What follows belongs to an exercise in optimizing a design on an open flow for small area, a short achievable clock period and few clock cycles per item; a production flow would make more cautious choices.
Only simulation tests tie the RTL to the original design; equivalence was not proved.
Power and IR drop assume default switching activity.

==> xenon <==
==> flow/design.v <==
package zmr_pkg;
  localparam int MAX_ROWS = 8;
  localparam int MAX_COLS = 8;
  localparam int DEPTH    = MAX_ROWS * MAX_COLS;
  localparam int AW       = $clog2(DEPTH);
  localparam int DW       = 32;
  function automatic logic [2:0] size_m1(input logic [3:0] v);
    logic [2:0] t;
    if (v == 4'd0) begin
      t = 3'd0;
    end else if (v[3]) begin
      t = 3'd7;
    end else begin
      t = v[2:0] - 3'd1;
    end
    size_m1 = t;
  endfunction
endpackage
module zmr_store (
  input  logic                     clk,
  input  logic                     we,
  input  logic [zmr_pkg::AW-1:0]   waddr,
  input  logic [zmr_pkg::DW-1:0]   wdata,
  input  logic [zmr_pkg::AW-1:0]   raddr,
  output logic [zmr_pkg::DW-1:0]   rdata
);
  logic [zmr_pkg::DW-1:0] mem [0:zmr_pkg::DEPTH-1];
  always_ff @(posedge clk) begin
    if (we) begin
      mem[waddr] <= wdata;
    end
  end
  assign rdata = mem[raddr];
endmodule
module zmr_scan (
  input  logic                   clk,
  input  logic                   rst_n,
  input  logic [2:0]             rm1,
  input  logic [2:0]             cm1,
  input  logic                   adv,      
  input  logic                   lay,      
  output logic [zmr_pkg::AW-1:0] raddr,
  output logic                   last
);
  logic [2:0] r_r, c_r;
  logic       up_r;
  logic [5:0] za_r, k_r, ra_r;
  logic [2:0] r_n, c_n;
  logic       up_n;
  logic [5:0] za_n;
  assign last  = (r_r == rm1) && (c_r == cm1);
  assign raddr = ra_r;
  always_comb begin
    r_n  = r_r;
    c_n  = c_r;
    up_n = up_r;
    za_n = za_r;
    if (!up_r) begin
      if ((r_r == rm1) || (c_r == 3'd0)) begin
        up_n = 1'b1;
        if (r_r != rm1) begin
          r_n  = r_r + 3'd1;
          za_n = za_r + {3'd0, cm1} + 6'd1;
        end else begin
          c_n  = c_r + 3'd1;
          za_n = za_r + 6'd1;
        end
      end else begin
        r_n  = r_r + 3'd1;
        c_n  = c_r - 3'd1;
        za_n = za_r + {3'd0, cm1};
      end
    end else begin
      if ((r_r == 3'd0) || (c_r == cm1)) begin
        up_n = 1'b0;
        if (c_r != cm1) begin
          c_n  = c_r + 3'd1;
          za_n = za_r + 6'd1;
        end else begin
          r_n  = r_r + 3'd1;
          za_n = za_r + {3'd0, cm1} + 6'd1;
        end
      end else begin
        r_n  = r_r - 3'd1;
        c_n  = c_r + 3'd1;
        za_n = za_r - {3'd0, cm1};
      end
    end
  end
  always_ff @(posedge clk) begin
    if (!rst_n || (adv && last)) begin
      r_r  <= '0;
      c_r  <= '0;
      up_r <= 1'b0;
      za_r <= '0;
      k_r  <= '0;
      ra_r <= '0;
    end else if (adv) begin
      r_r  <= r_n;
      c_r  <= c_n;
      up_r <= up_n;
      za_r <= za_n;
      k_r  <= k_r + 6'd1;
      ra_r <= lay ? (k_r + 6'd1) : za_n;
    end
  end
endmodule
module zmr_outq (
  input  logic                   clk,
  input  logic                   restart,
  input  logic [2:0]             rm1,
  input  logic [2:0]             cm1,
  input  logic                   adv,
  output logic [zmr_pkg::AW-1:0] addr,
  output logic                   last,
  output logic                   lay
);
  logic       l_r;
  logic [2:0] r_r, c_r, lo_r, hi_r, rslo_r;
  logic [3:0] d_r;
  logic [5:0] base_r, rsbase_r, j_r;
  logic [2:0] off;
  logic [5:0] pos;
  assign off  = d_r[0] ? (hi_r - r_r) : (r_r - lo_r);
  assign pos  = base_r + {3'd0, off};
  assign last = (r_r == rm1) && (c_r == cm1);
  assign addr = l_r ? pos : j_r;
  assign lay  = l_r;
  always_ff @(posedge clk) begin
    if (restart) begin
      l_r <= 1'b0;
    end else if (adv && last) begin
      l_r <= !l_r;
    end
  end
  always_ff @(posedge clk) begin
    if (restart || (adv && last)) begin
      r_r      <= '0;
      c_r      <= '0;
      d_r      <= '0;
      lo_r     <= '0;
      hi_r     <= '0;
      rslo_r   <= '0;
      base_r   <= '0;
      rsbase_r <= '0;
      j_r      <= '0;
    end else if (adv) begin
      j_r <= j_r + 6'd1;
      if (c_r != cm1) begin
        c_r    <= c_r + 3'd1;
        d_r    <= d_r + 4'd1;
        base_r <= base_r + {3'd0, hi_r - lo_r} + 6'd1;
        lo_r   <= lo_r + 3'(d_r >= {1'b0, cm1});
        hi_r   <= hi_r + 3'(d_r < {1'b0, rm1});
      end else begin
        r_r      <= r_r + 3'd1;
        c_r      <= '0;
        d_r      <= {1'b0, r_r} + 4'd1;
        rsbase_r <= rsbase_r + {3'd0, r_r - rslo_r} + 6'd1;
        base_r   <= rsbase_r + {3'd0, r_r - rslo_r} + 6'd1;
        rslo_r   <= rslo_r + 3'(r_r >= cm1);
        lo_r     <= rslo_r + 3'(r_r >= cm1);
        hi_r     <= r_r + 3'd1;
      end
    end
  end
endmodule
module zigzag_matrix_reorder_core (
  input  logic                 clk,
  input  logic                 rst_n,
  input  logic                 in_valid,
  output logic                 in_stall,
  input  logic signed [31:0]   in_element_in,
  output logic                 out_valid,
  input  logic                 out_stall,
  output logic signed [31:0]   out_element_out,
  output logic                 out_last_of_scan,
  input  logic                 cfg_we,
  input  logic [0:0]           cfg_index,
  input  logic [3:0]           cfg_wdata
);
  localparam int AW = zmr_pkg::AW;
  localparam int DEPTH = zmr_pkg::DEPTH;
  logic [2:0]       rm1_r, cm1_r;
  logic             restart;
  logic             w0v_r, w1v_r, w0l_r, w1l_r, w0y_r, w1y_r;
  logic [AW-1:0]    w0a_r, w1a_r;
  logic             wfree_r;
  logic             w0_take, w1_take;
  logic [AW-1:0]    g_addr;
  logic             g_last, g_lay;
  logic [DEPTH-1:0] occ_r, occ_n;
  logic             ractive_r, rlay_r;
  logic             in_acc, start, can_out, issue_cur, issue_new, adv, lay_eff;
  logic [AW-1:0]    raddr;
  logic             rlast, bypass;
  logic [31:0]      mem_rdata, rdata;
  logic             out_valid_r, out_last_r;
  logic [31:0]      out_data_r;
  assign restart = !rst_n || cfg_we;
  always_ff @(posedge clk) begin
    if (!rst_n) begin
      rm1_r <= 3'd7;
      cm1_r <= 3'd7;
    end else if (cfg_we) begin
      if (cfg_index == 1'b0) rm1_r <= zmr_pkg::size_m1(cfg_wdata);
      else                   cm1_r <= zmr_pkg::size_m1(cfg_wdata);
    end
  end
  assign in_stall = !wfree_r;
  assign in_acc   = in_valid && wfree_r && !cfg_we;
  assign start    = in_acc && w0l_r;
  assign w0_take = in_acc || !w0v_r;
  assign w1_take = w0_take || !w1v_r;
  zmr_outq u_wseq (
    .clk     (clk),
    .restart (restart),
    .rm1     (rm1_r),
    .cm1     (cm1_r),
    .adv     (w1_take && !restart),
    .addr    (g_addr),
    .last    (g_last),
    .lay     (g_lay)
  );
  always_ff @(posedge clk) begin
    if (restart) begin
      w0v_r <= 1'b0;
      w1v_r <= 1'b0;
    end else begin
      if (w0_take) w0v_r <= w1v_r;
      if (w1_take) w1v_r <= 1'b1;
    end
  end
  always_ff @(posedge clk) begin
    if (w0_take) begin
      w0a_r <= w1a_r;
      w0l_r <= w1l_r;
      w0y_r <= w1y_r;
    end
    if (w1_take) begin
      w1a_r <= g_addr;
      w1l_r <= g_last;
      w1y_r <= g_lay;
    end
  end
  assign can_out   = !out_valid_r || !out_stall;
  assign issue_cur = ractive_r && can_out;
  assign issue_new = start && !ractive_r && can_out;
  assign adv       = issue_cur || issue_new;
  assign lay_eff   = ractive_r ? rlay_r : w0y_r;
  zmr_scan u_scan (
    .clk   (clk),
    .rst_n (rst_n),
    .rm1   (rm1_r),
    .cm1   (cm1_r),
    .adv   (adv),
    .lay   (lay_eff),
    .raddr (raddr),
    .last  (rlast)
  );
  zmr_store u_store (
    .clk   (clk),
    .we    (wfree_r),
    .waddr (w0a_r),
    .wdata (in_element_in),
    .raddr (raddr),
    .rdata (mem_rdata)
  );
  assign bypass = issue_new && rlast;
  assign rdata  = bypass ? in_element_in : mem_rdata;
  always_ff @(posedge clk) begin
    if (!rst_n) begin
      ractive_r <= 1'b0;
    end else if (adv && rlast) begin
      ractive_r <= 1'b0;
    end else if (start) begin
      ractive_r <= 1'b1;
    end
  end
  always_ff @(posedge clk) begin
    if (start) rlay_r <= w0y_r;
  end
  always_comb begin
    for (int a = 0; a < DEPTH; a++) begin
      occ_n[a] = !(adv && (raddr == AW'(a))) &&
                 (occ_r[a] || (in_acc && (w0a_r == AW'(a))));
    end
  end
  always_ff @(posedge clk) begin
    if (restart) occ_r <= '0;
    else         occ_r <= occ_n;
  end
  logic o0, o1, e0, e1, e01, wfree_n;
  assign o0  = occ_r[w0a_r];
  assign o1  = occ_r[w1a_r];
  assign e0  = (raddr == w0a_r);
  assign e1  = (raddr == w1a_r);
  assign e01 = (w0a_r == w1a_r);
  always_comb begin
    if (w0_take) begin
      wfree_n = w1v_r && ((adv && e1) || !(o1 || (in_acc && e01)));
    end else begin
      wfree_n = w0v_r && ((adv && e0) || !o0);
    end
  end
  always_ff @(posedge clk) begin
    if (restart) wfree_r <= 1'b0;
    else         wfree_r <= wfree_n;
  end
  always_ff @(posedge clk) begin
    if (!rst_n) begin
      out_valid_r <= 1'b0;
    end else if (adv) begin
      out_valid_r <= 1'b1;
    end else if (!out_stall) begin
      out_valid_r <= 1'b0;
    end
  end
  always_ff @(posedge clk) begin
    if (adv) begin
      out_data_r <= rdata;
      out_last_r <= rlast;
    end
  end
  assign out_valid        = out_valid_r;
  assign out_element_out  = out_data_r;
  assign out_last_of_scan = out_last_r;
endmodule
==> flow/run.sh <==
#!/bin/bash
# synth_recipe.tcl (not shown) runs the flow's synth.tcl, then flattens the netlist and writes it again
# the make line also repeats each setting of config.mk as NAME=value (left out here)
make -C /OpenROAD-flow-scripts/flow DESIGN_CONFIG=/design/flow/config.mk WORK_HOME=/design/flow/orfs CLKGATE_MAP_FILE= SYNTH_SCRIPT=/design/flow/synth_recipe.tcl finish
==> flow/config.mk <==
export PLATFORM = sky130hd
export DESIGN_NAME = zigzag_matrix_reorder_core
export DESIGN_NICKNAME = zigzag_matrix_reorder_core
export VERILOG_FILES = /design/flow/design.v
export SDC_FILE = /design/flow/constraint.sdc
export NUM_CORES = 4
export LEC_CHECK = 0
export CAP_MARGIN = 20
export CORE_MARGIN = 2
export CORE_UTILIZATION = 40
export SLEW_MARGIN = 20
==> flow/constraint.sdc <==
create_clock -name core_clock -period 7.0 [get_ports {clk}]
set_input_delay 1.4000 -clock core_clock [delete_from_list [all_inputs] [get_ports {clk}]]
set_output_delay 1.4000 -clock core_clock [all_outputs]
set_load 0.01 [all_outputs]
==> juniper: changes against xenon <==
--- a/flow/design.v
+++ b/flow/design.v
@@ -30,7 +30,14 @@
       mem[waddr] <= wdata;
     end
   end
-  assign rdata = mem[raddr];
+  logic [zmr_pkg::DEPTH-1:0] rsel;
+  always_comb begin
+    for (int a = 0; a < zmr_pkg::DEPTH; a++) rsel[a] = (raddr == zmr_pkg::AW'(a));
+  end
+  always_comb begin
+    rdata = '0;
+    for (int a = 0; a < zmr_pkg::DEPTH; a++) rdata = rdata | (mem[a] & {zmr_pkg::DW{rsel[a]}});
+  end
 endmodule
 module zmr_scan (
   input  logic                   clk,
@@ -193,7 +200,7 @@
   logic             ractive_r, rlay_r;
   logic             in_acc, start, can_out, issue_cur, issue_new, adv, lay_eff;
   logic [AW-1:0]    raddr;
-  logic             rlast, bypass;
+  logic             rlast;
   logic [31:0]      mem_rdata, rdata;
   logic             out_valid_r, out_last_r;
   logic [31:0]      out_data_r;
@@ -245,7 +252,7 @@
   end
   assign can_out   = !out_valid_r || !out_stall;
   assign issue_cur = ractive_r && can_out;
-  assign issue_new = start && !ractive_r && can_out;
+  assign issue_new = start && !ractive_r && can_out && !rlast;
   assign adv       = issue_cur || issue_new;
   assign lay_eff   = ractive_r ? rlay_r : w0y_r;
   zmr_scan u_scan (
@@ -266,8 +273,7 @@
     .raddr (raddr),
     .rdata (mem_rdata)
   );
-  assign bypass = issue_new && rlast;
-  assign rdata  = bypass ? in_element_in : mem_rdata;
+  assign rdata = mem_rdata;
   always_ff @(posedge clk) begin
     if (!rst_n) begin
       ractive_r <= 1'b0;
Settings changed: SETUP_SLACK_MARGIN set to 4.2.
==> comparison table <==
	xenon	juniper
Result of the run	no timing/DRC/antenna violations	no timing/DRC/antenna violations
Area of the multi-input gates	22000 um^2	18100 um^2
Worst path depth	5	1
Total global-route track usage	0.209	0.325
Die Area	225000 um^2	213000 um^2
Kind of capture point of the worst setup path	register	output pin
Final Routed Wirelength	236000 um	355000 um
Post-synthesis sequential area ratio	0.744	0.787
Via count of the first global-routing pass	43700	51700
Critical path start-end classification	reg -> reg	reg -> out
Relative area change from synthesis to final layout	13.7%	18.9%
Number of buffers and inverters on the critical path	2	1
Post-Place Cell Area	93400 um^2	89100 um^2
Seq pwr	14.7 mW	14.6 mW
Part of the power in registers	0.546	0.552
Setup repair bufs after CTS	0	178
CP Capture Point	u_store.mem[38][28]	out_element_out[4]
Routed metal-1 wire length	97200 um	118000 um
TritonCTS buffer count	219	213
Fin nets	4432	5506
Static Leak	30.2 nW	31.8 nW
Total length of routed met2 wires	116000 um	152000 um
Final cycle utilization of the critical path	0.571	0.454
Testbench counts of xenon, summed over its fixed seeds: cycles 19,241, items 14,009.
Testbench counts of juniper, summed over its fixed seeds: cycles 19,241, items 14,009.

[port drivers added, routing unchanged]
The flow's constraints put no driver on any port. The routed layouts listed below were extracted and timed again, unchanged, in two steps. Step 1, drivers: a clkbuf_16 drives clk and a buf_2 each remaining input, both assumed. Step 2 adds t to the input delays and takes it off the output delays; t is the mean of the earliest and latest rising clock arrival at the registers after step 1. Input paths then give back, and output paths get back, about the clock's delay inside the block. Slacks: no drivers / after step 1 / after step 2; pairs: no drivers / after step 1.
| run | t (ns) | setup slack, ns | slew at the worst register clock pin (ns) |
|---|---|---|---|
| xenon | 0.929 | 3.003 / 2.941 / 2.406 | 0.07 / 0.07 |
| juniper | 0.956 | 3.824 / 3.723 / 3.593 | 0.07 / 0.07 |
After both steps setup and hold are still met in every run listed. For xenon, which loses most, drivers alone change the setup slack by -0.062 ns; drivers and shift together by -0.597 ns.
